This design comes from an exercise in tuning for small area, a short achievable clock period and few clock cycles per item on the open sky130 flow, not from production work. Only simulation tests tie the RTL to the original design; equivalence was not proved. Power and IR drop assume default switching activity.

$ cat design/flow/design.v
`timescale 1ns / 1ps
package prrts_pkg;
    localparam int MAX_TASKS = 16;
    localparam int IDX_W     = 4;
    localparam int CNT_W     = 5;
    localparam logic [2:0] FN_CREATE = 3'd0;
    localparam logic [2:0] FN_TICK   = 3'd1;
    localparam logic [2:0] FN_DELAY  = 3'd2;
    localparam logic [2:0] FN_SWITCH = 3'd3;
    localparam logic [2:0] FN_START  = 3'd4;
    localparam logic [1:0] RES_OK       = 2'd0;
    localparam logic [1:0] RES_FULL     = 2'd1;
    localparam logic [1:0] RES_NO_TASKS = 2'd2;
    localparam logic [1:0] RES_IGNORED  = 2'd3;
endpackage
`timescale 1ns / 1ps
module prrts_cell (
    input  logic [255:0]      lt,
    input  logic [255:0]      eq,
    input  logic [15:0]       elig,
    input  logic [15:0]       after_cur,   
    output logic [15:0]       win
);
    logic [255:0]      beat;      
    logic              none;
    always_comb
    begin
        beat = '0;
        for (int i = 1; i < 16; i++)
        begin
            for (int j = 0; j < i; j++)
            begin
                logic j_first;
                logic j_beats_i;
                j_first   = after_cur[j] | ~after_cur[i];
                j_beats_i = lt[j*16+i] | (eq[j*16+i] & j_first);
                beat[j*16+i] = elig[j] & j_beats_i;
                beat[i*16+j] = elig[i] & ~j_beats_i;
            end
        end
        none = ~|elig;
        for (int i = 0; i < 16; i++)
        begin
            logic beaten;
            beaten = 1'b0;
            for (int j = 0; j < 16; j++)
                beaten = beaten | beat[j*16+i];
            win[i] = elig[i] & ~beaten;
        end
        win[0] = win[0] | none;
    end
endmodule
`timescale 1ns / 1ps
`timescale 1ns / 1ps
module priority_round_robin_task_scheduler_core (
    input  logic        clk,
    input  logic        rst_n,
    input  logic        in_valid,
    output logic        in_ready,
    input  logic [2:0]  func,
    input  logic [7:0]  priority_req,
    input  logic [31:0] stack_pointer,
    input  logic [31:0] delay_ticks,
    output logic        out_valid,
    input  logic        out_ready,
    output logic [1:0]  status,
    output logic [3:0]  task_index,
    output logic [31:0] task_sp,
    output logic        switch_request
);
    logic [4:0]        count_q;
    logic [3:0]        cur_q;
    logic [15:0]       after_q;      
    logic              cur_valid_q;
    logic              running_q;
    logic [15:0]       run_q;
    logic [15:0]       blk_q;        
    logic [15:0]       run;          
    logic [31:0]       tnext_q;      
    logic [15:0]       idle_q;       
    logic [15:0][31:0] sp_q;
    logic [15:0][7:0]  prio_q;
    logic [15:1][31:0] wake_q;
    logic [255:0]      lt_q;    
    logic [255:0]      eq_q;
    logic              pend_q;
    logic [3:0]        pend_idx_q;
    logic [31:0]       pend_dm1_q;   
    logic              ov_q;
    logic [1:0]        st_q;
    logic [3:0]        ix_q;
    logic [31:0]       tsp_q;
    logic              rq_q;
    logic              sk_q;
    logic [1:0]        sk_st_q;
    logic [3:0]        sk_ix_q;
    logic              sk_rq_q;
    logic              sk_sp_q;
    logic        take;
    logic        out_free;
    logic        fn_create, fn_tick, fn_delay, fn_switch, fn_start;
    logic        full, empty, dly_ok;
    logic [31:0] wake_new;
    assign in_ready  = !sk_q;
    assign take      = in_valid && !sk_q;
    assign out_free  = !ov_q || out_ready;
    assign fn_create = (func == prrts_pkg::FN_CREATE);
    assign fn_tick   = (func == prrts_pkg::FN_TICK);
    assign fn_delay  = (func == prrts_pkg::FN_DELAY);
    assign fn_switch = (func == prrts_pkg::FN_SWITCH);
    assign fn_start  = (func == prrts_pkg::FN_START);
    assign full      = count_q[4];
    assign empty     = (count_q == '0);
    assign dly_ok    = cur_valid_q && (delay_ticks != '0);
    function automatic logic [31:0] add32(input logic [31:0] x, input logic [31:0] y);
        logic [31:0] g, p, gg, pp, ng, np;
        g  = x & y;
        p  = x ^ y;
        gg = g;
        pp = p;
        for (int d = 1; d < 32; d = d * 2)
        begin
            for (int b = 0; b < 32; b++)
            begin
                if (b >= d)
                begin
                    ng[b] = gg[b] | (pp[b] & gg[b-d]);
                    np[b] = pp[b] & pp[b-d];
                end
                else
                begin
                    ng[b] = gg[b];
                    np[b] = pp[b];
                end
            end
            gg = ng;
            pp = np;
        end
        add32 = p ^ {gg[30:0], 1'b0};
    endfunction
    assign wake_new = add32(tnext_q, pend_dm1_q);
    logic [15:0] elig;
    logic [15:0] win;
    logic [15:0] cur_oh;
    logic [15:0] sel;
    logic [3:0]  win_idx;
    logic        win_cur;
    logic [31:0] sel_sp;
    always_comb
    begin
        for (int i = 0; i < 16; i++)
        begin
            run[i]    = run_q[i] && !blk_q[i];
            elig[i]   = run[i] && !idle_q[i];
            cur_oh[i] = (cur_q == 4'(i));
        end
    end
    prrts_cell u_choice (
        .lt   (lt_q),
        .eq   (eq_q),
        .elig (elig),
        .after_cur (after_q),
        .win  (win)
    );
    always_comb
    begin
        win_idx = '0;
        for (int i = 0; i < 16; i++)
            if (win[i])
                win_idx = win_idx | 4'(i);
        win_cur = |(win & cur_oh);
        sel     = sk_q ? cur_oh : win;
        sel_sp  = '0;
        for (int i = 0; i < 16; i++)
            sel_sp = sel_sp | ({32{sel[i]}} & sp_q[i]);
        if (!sk_q && cur_valid_q && win_cur)
            sel_sp = stack_pointer;
    end
    always_ff @(posedge clk)
    begin
        for (int i = 0; i < 16; i++)
        begin
            if (take && ((fn_create && (count_q == 5'(i))) ||
                         (fn_switch && cur_valid_q && (cur_q == 4'(i)))))
                sp_q[i] <= stack_pointer;
            if (take && fn_create && (count_q == 5'(i)))
            begin
                prio_q[i] <= priority_req;
                idle_q[i] <= (priority_req == 8'hFF);
                for (int j = 0; j < i; j++)
                begin
                    lt_q[j*16+i] <= (prio_q[j] < priority_req);
                    eq_q[j*16+i] <= (prio_q[j] == priority_req);
                end
            end
        end
        for (int i = 1; i < 16; i++)
        begin
            if (pend_q && (pend_idx_q == 4'(i)))
                wake_q[i] <= wake_new;
        end
        pend_idx_q <= cur_q;
        pend_dm1_q <= delay_ticks - 32'd1;
        blk_q      <= (take && fn_delay && dly_ok) ? cur_oh : '0;
    end
    always_ff @(posedge clk or negedge rst_n)
    begin
        if (!rst_n)
        begin
            count_q     <= '0;
            cur_q       <= '0;
            after_q     <= 16'hFFFE;
            cur_valid_q <= 1'b0;
            running_q   <= 1'b0;
            run_q       <= '0;
            tnext_q     <= 32'd1;
            pend_q      <= 1'b0;
        end
        else
        begin
            pend_q <= take && fn_delay && dly_ok;
            run_q  <= run;
            if (take)
            begin
                if (fn_create && !full)
                begin
                    count_q             <= count_q + 5'd1;
                    run_q[count_q[3:0]] <= 1'b1;
                end
                if (fn_tick)
                begin
                    tnext_q <= tnext_q + 32'd1;
                    for (int i = 1; i < 16; i++)
                    begin
                        logic ends;
                        if (pend_q && (pend_idx_q == 4'(i)))
                            ends = (pend_dm1_q == '0);
                        else
                            ends = (wake_q[i] == tnext_q);
                        if ((5'(i) < count_q) && !run[i] && ends)
                            run_q[i] <= 1'b1;
                    end
                end
                if (fn_switch && !empty)
                begin
                    cur_q          <= win_idx;
                    for (int k = 0; k < 16; k++)
                        after_q[k] <= |(win & ((16'd1 << k) - 16'd1));
                    cur_valid_q    <= 1'b1;
                    run_q[win_idx] <= 1'b1;
                end
                if (fn_start && !empty)
                begin
                    running_q   <= 1'b1;
                    cur_valid_q <= 1'b0;
                end
            end
        end
    end
    logic [1:0] r_st;
    logic [3:0] r_ix;
    logic       r_rq;
    logic       r_sp;    
    always_comb
    begin
        r_st = prrts_pkg::RES_OK;
        r_ix = '0;
        r_rq = 1'b0;
        r_sp = 1'b0;
        if (fn_create)
        begin
            if (full)
                r_st = prrts_pkg::RES_FULL;
            else
                r_ix = count_q[3:0];
        end
        else if (fn_tick)
        begin
        end
        else if (fn_delay)
        begin
            if (dly_ok)
                r_rq = running_q;
            else
                r_st = prrts_pkg::RES_IGNORED;
        end
        else if (fn_switch)
        begin
            if (empty)
                r_st = prrts_pkg::RES_NO_TASKS;
            else
            begin
                r_ix = win_idx;
                r_sp = 1'b1;
            end
        end
        else if (fn_start)
        begin
            if (empty)
                r_st = prrts_pkg::RES_NO_TASKS;
            else
                r_rq = 1'b1;
        end
        else
            r_st = prrts_pkg::RES_IGNORED;
    end
    always_ff @(posedge clk or negedge rst_n)
    begin
        if (!rst_n)
        begin
            ov_q <= 1'b0;
            sk_q <= 1'b0;
        end
        else
        begin
            if (out_free)
                ov_q <= sk_q || take;
            sk_q <= !out_free && (sk_q || take);
        end
    end
    always_ff @(posedge clk)
    begin
        if (out_free && sk_q)
        begin
            st_q  <= sk_st_q;
            ix_q  <= sk_ix_q;
            rq_q  <= sk_rq_q;
            tsp_q <= sk_sp_q ? sel_sp : '0;
        end
        else if (out_free && take)
        begin
            st_q  <= r_st;
            ix_q  <= r_ix;
            rq_q  <= r_rq;
            tsp_q <= r_sp ? sel_sp : '0;
        end
        if (take)
        begin
            sk_st_q <= r_st;
            sk_ix_q <= r_ix;
            sk_rq_q <= r_rq;
            sk_sp_q <= r_sp;
        end
    end
    assign out_valid      = ov_q;
    assign status         = st_q;
    assign task_index     = ix_q;
    assign task_sp        = tsp_q;
    assign switch_request = rq_q;
endmodule
$ cat design/flow/flow/run.sh
#!/bin/bash
# the standard layout, with timing repair aimed below the clock period:
# repair works on every path with less than SETUP_SLACK_MARGIN ns of slack
set -euo pipefail
bash standard.sh SETUP_SLACK_MARGIN=6.5 finish > run_standard.log 2>&1
$ cat design/flow/standard.sh
#!/bin/bash
# synth_recipe.tcl (not shown) runs the flow's synth.tcl, then flattens the netlist and writes it again
# the make line also repeats each setting of config.mk as NAME=value (left out here)
make -C /OpenROAD-flow-scripts/flow DESIGN_CONFIG=/design/flow/config.mk WORK_HOME=/design/flow/orfs CLKGATE_MAP_FILE= SYNTH_SCRIPT=/design/flow/synth_recipe.tcl "${@:-finish}"
$ cat design/flow/config.mk
export PLATFORM = sky130hd
export DESIGN_NAME = priority_round_robin_task_scheduler_core
export DESIGN_NICKNAME = priority_round_robin_task_scheduler_core
export VERILOG_FILES = /design/flow/design.v
export SDC_FILE = /design/flow/constraint.sdc
export NUM_CORES = 4
export LEC_CHECK = 0
export CAP_MARGIN = 20
export CORE_MARGIN = 2
export CORE_UTILIZATION = 55
export CTS_BUF_LIST = sky130_fd_sc_hd__clkbuf_8 sky130_fd_sc_hd__clkbuf_16
export CTS_CLUSTER_DIAMETER = 60
export CTS_CLUSTER_SIZE = 24
export SLEW_MARGIN = 20
$ cat design/flow/constraint.sdc
create_clock -name core_clock -period 10.0 [get_ports {clk}]
set_input_delay 2.0000 -clock core_clock [delete_from_list [all_inputs] [get_ports {clk}]]
set_output_delay 2.0000 -clock core_clock [all_outputs]
set_load 0.01 [all_outputs]
==> summary.txt <==
-- state kept, by name, summed over array words and instances (netlist names), 2 cells and up --
signal and cells:
sp_q 512, wake_q 480, eq_q 120, lt_q 120, prio_q 120, pend_dm1_q 32
tnext_q 32, tsp_q 32, blk_q 16, idle_q 16, run_q 16, after_q 15
count_q 5, cur_q 4, ix_q 4, pend_idx_q 4, sk_ix_q 4, sk_st_q 2
st_q 2
-- cell usage after synthesis, types with 10 or more instances --
cell and n:
o221a_2 17, nand4_1 144, o22ai_1 47, nand2_1 123
a211oi_1 49, and3_1 30, o21a_1 10, a2111oi_0 14
a21o_1 51, edfxtp_1 1415, nor3_1 37, dfrtp_1 61
xor2_1 361, a2bb2oi_1 10, buf_1 10, dfstp_2 16
o211ai_1 12, inv_1 73, xnor2_1 212, clkbuf_1 149
a22oi_1 141, o21ai_0 82, nor4_1 122, o21bai_1 15
ha_1 163, dfxtp_1 52, or2b_1 15, a221oi_1 70
and2_1 14, nor2b_1 45, a21oi_1 196, nand2b_1 121
a22o_1 69, nand3_1 48, nor2_1 180
-- worst reg2reg max path: cells and delay by family, from the launching register on --
kind	cells	cell delay [ps]
flops	1	660
simple gates	4	1130
buf+inv	5	720
compound gates	5	1230
-- power by group through the flow --
stage / sequential (mW) / combinational, mW / clock [mW]
after global routing: 7.57 / 3.08 / 6.06
after detailed placement: 7.79 / 2.03 / 0
after floorplan: 7.52 / 1.27 / 0
after CTS: 7.55 / 2.77 / 5.81
after global placement: 7.79 / 2.02 / 0
final: 7.57 / 2.98 / 5.77
-- what timing repair did --
item                       4_1_cts  5_1_grt
buffers inserted               195       38
setup endpoints to repair     1523      547
hold buffers                     0        0
cloned                          24        1
pin swaps                      104       49
gates resized for setup        524      103
-- how the worst min path moves through the flow --
stage	from	end	slack (ps)	cells after the start
2_1_floorplan	cur_q[0]	pend_idx_q[0]	400	0
3_3_place_gp	running_q	running_q	470	1
3_5_place_dp	running_q	running_q	480	1
4_1_cts	running_q	running_q	500	1
5_1_grt	running_q	running_q	550	1
6_report	running_q	running_q	510	1
-- logic make-up after synthesis --
kind of cell	count (synthesis)
muxes	12
xor gates and xnor gates	574
and+or+nand+nor	960
adders and majority gates	164
DFF	1544
AOI/OAI and AO/OA	869
buffers and inverters	258
-- stage by stage --
step / instance area (um^2) / hold WS (ps) / power [mW]
after floorplan: 66300 / 398.2 / 8.791
after global placement: 70120 / 473.8 / 9.811
after detailed placement: 70160 / 477.9 / 9.819
after CTS: 79260 / 495.0 / 16.13
after global routing: 80010 / 548.2 / 16.70
final: 80020 / 511.4 / 16.31
-- area by class of cell --
cell class / instances / area share
sequential: 1544 / 0.5689
multi-input combinational: 2589 / 0.2752
timing repair buffer: 483 / 0.06553
clock buffer: 146 / 0.04552
tap: 1536 / 0.02402
clock inverter: 107 / 0.01636
inverter: 77 / 0.004222
antenna: 5 / 0.0001564
-- routing by layer --
layer / global-route usage / share of wire / up-vias
met2: 0.5736 / 0.48 / 2407
li1: - / - / 17903
met1: 0.4667 / 0.38 / 21557
met5: 0 / 0.00019 / -
met3: 0.07088 / 0.096 / 580
met4: 0.1346 / 0.045 / 6
==> summary.txt <==
Final hold violation count: 0
CTS root buf: clkbuf_16
DRC Markers: 0
Routed Antenna Nets: 0
Seq cells post-synth: 1544
Commonest non-fill, non-tap cell in the layout: edfxtp_1
Mean post-synth cell area: 14.90 um^2
PwrDens: 203.8 nW/um^2
Sequential cell area: 45530 um^2
Post-DP HPWL: 115900 um
Row cnt: 126
Post-synthesis compound-gate area fraction: 0.09440
Final GP Congestion: 0.9563
Required @ worst endpoint: 10640 ps
Maximum fanout along the worst path: 4
Nets: 5074
Setup TNS: 0 ps
VDD IR max: 211.4 uV
Synth Area in Simple Gates: 0.08197
Initial drt markers: 5518
Fin util: 0.6786
IO Port Bufs: 119
Post-Synth XOR/XNOR Area: 0.07712
Reg2Reg Depth: 14
Synth Area in Adders: 0.03154
CP Cell Sequence: buf_6 -> or4_4 -> or3_4 -> or2_4 -> nor2_4 -> nand4_1 -> nor4_4 -> nor3_4 -> buf_4 -> o21ai_2 -> nor2b_4 -> mux2_2
Status: timing/DRC/antenna clean
H-tree depth: 4
Setup Crit Path Kind: in2reg
Worst Tran Pin Value: 1137 ps
P&R area growth vs syn: 22.56%
RSZ-0062 raised after global routing: true
Fillers: 8138
NetSw: 4.690 mW
Height of the die: 348.5 um
DR vias: 42.45k
Initial antenna violation count: 20
Non-filler instance count after layout: 6487
Max Fclk: 240.0 MHz
Most frequent cells in the layout: edfxtp_1, xor2_1, buf_4
Number of flops mapped to enable cells by yosys: 1415
Post-DR vias/cell: 6.544
Library cells used by synthesis: 108
Final WL: 214700 um
Boundary Pins: 120
Crit start category: input port
CTS tree: built
Leakage: 28.05 nW
Top-area cell type share of the netlist area: 0.6508
R2R setup slack: 6030 ps
Ys flop type: edfxtp_1
Pins over their slew limit: 0
Area of the multi-input gates: 22020 um^2
Pre-CTS setup slack: 4030 ps
Clock Path Buffers: 3
Comb power frac: 0.183
DR pass1 iterations: 9
Bufs and invs on worst path: 2
Setup ws final: 5834 ps
Post-synth ARST share: 0.04987
Vias in the first global route: 40.88k
Hold Path Class: reg2reg
Post-synthesis sequential area ratio: 0.6966
CP Launch Point: delay_ticks[4]
Grt ovf: 0
Int Pwr: 11.62 mW
DIE AREA: 121500 um^2
Max Cap Viol: 0
Final setup fails: 0
Cell count along the critical path: 12
Synth area leaders: edfxtp_1, xor2_1, ha_1, xnor2_1, dfrtp_1
Syn Std Cell Area: 65290 um^2
Die W: 348.5 um
Period utilisation layout: 0.4166
Clock skew: 35.15 ps
Tot GR Track Use: 0.3514
CORE AREA: 117900 um^2
CP endpoint kind: flop
Syn_nets: 4624
Layout cells sized above 1: 0.2285
Worst R2R Start: after_q[13]
Clock latency (worst-skew pair): 780 ps
Largest stage delay, worst path: 540 ps
Sequential share of power: 0.464
Arrival @ worst endpoint: 4810 ps
Post-Synthesis Cells: 4381
CTS buffer count: 136
Slowest stage cell, crit path: or4_4
Worst R2R End: tsp_q[20]
Relative slew margins: 0.2422
Net Sw Frac: 0.2875
Min Clock Period, post-route: 4166 ps
Initial core utilization: 0.5536
Synth Warn #: 2
Mux share of post-synthesis cell area: 0.002012
Sink Count: 1544
Largest net degree at the start of global routing: 46
Clk pwr share: 0.354
# placed instances: 5971
Clock transition at path regs: 80 ps
First-pass GRT wire length: 300900 um
Area leader, netlist: edfxtp_1
CP top delay family: simple AND/OR/NAND/NOR gates
Critical path capture point: st_q[0]
Main combinational cell family by area after synthesis: compound AO/OA/AOI/OAI gates
Wire per inst: 33.10 um
Testbench counts, summed over its fixed seeds: cycles 5,727, items 5,719.

==> what the ideal ports hide <==
No port has a modelled driver above. Below, the same layout with a new extraction and two added sets of constraints.
Step 1 sets driving cells, clkbuf_16 on the clock port and buf_2 on the other inputs (assumed; they add their load-dependent delay and slew).
Step 2 times the ports against the registers' clock, not the clock port: input delays grow and output delays shrink by t, the midpoint of the rising clock arrivals with the driver on.
Three values: no drivers, after step 1, after step 2; two values: the first two.
t, ns: 0.839
slack for setup (ns): 5.834 / 5.879 / 5.041
worst setup path after step 2: input to register
cell pins on the clock port's net: 1
After both steps this run still meets setup and hold. The setup slack of this run moves by +0.045 ns with the drivers and by -0.793 ns with both steps.
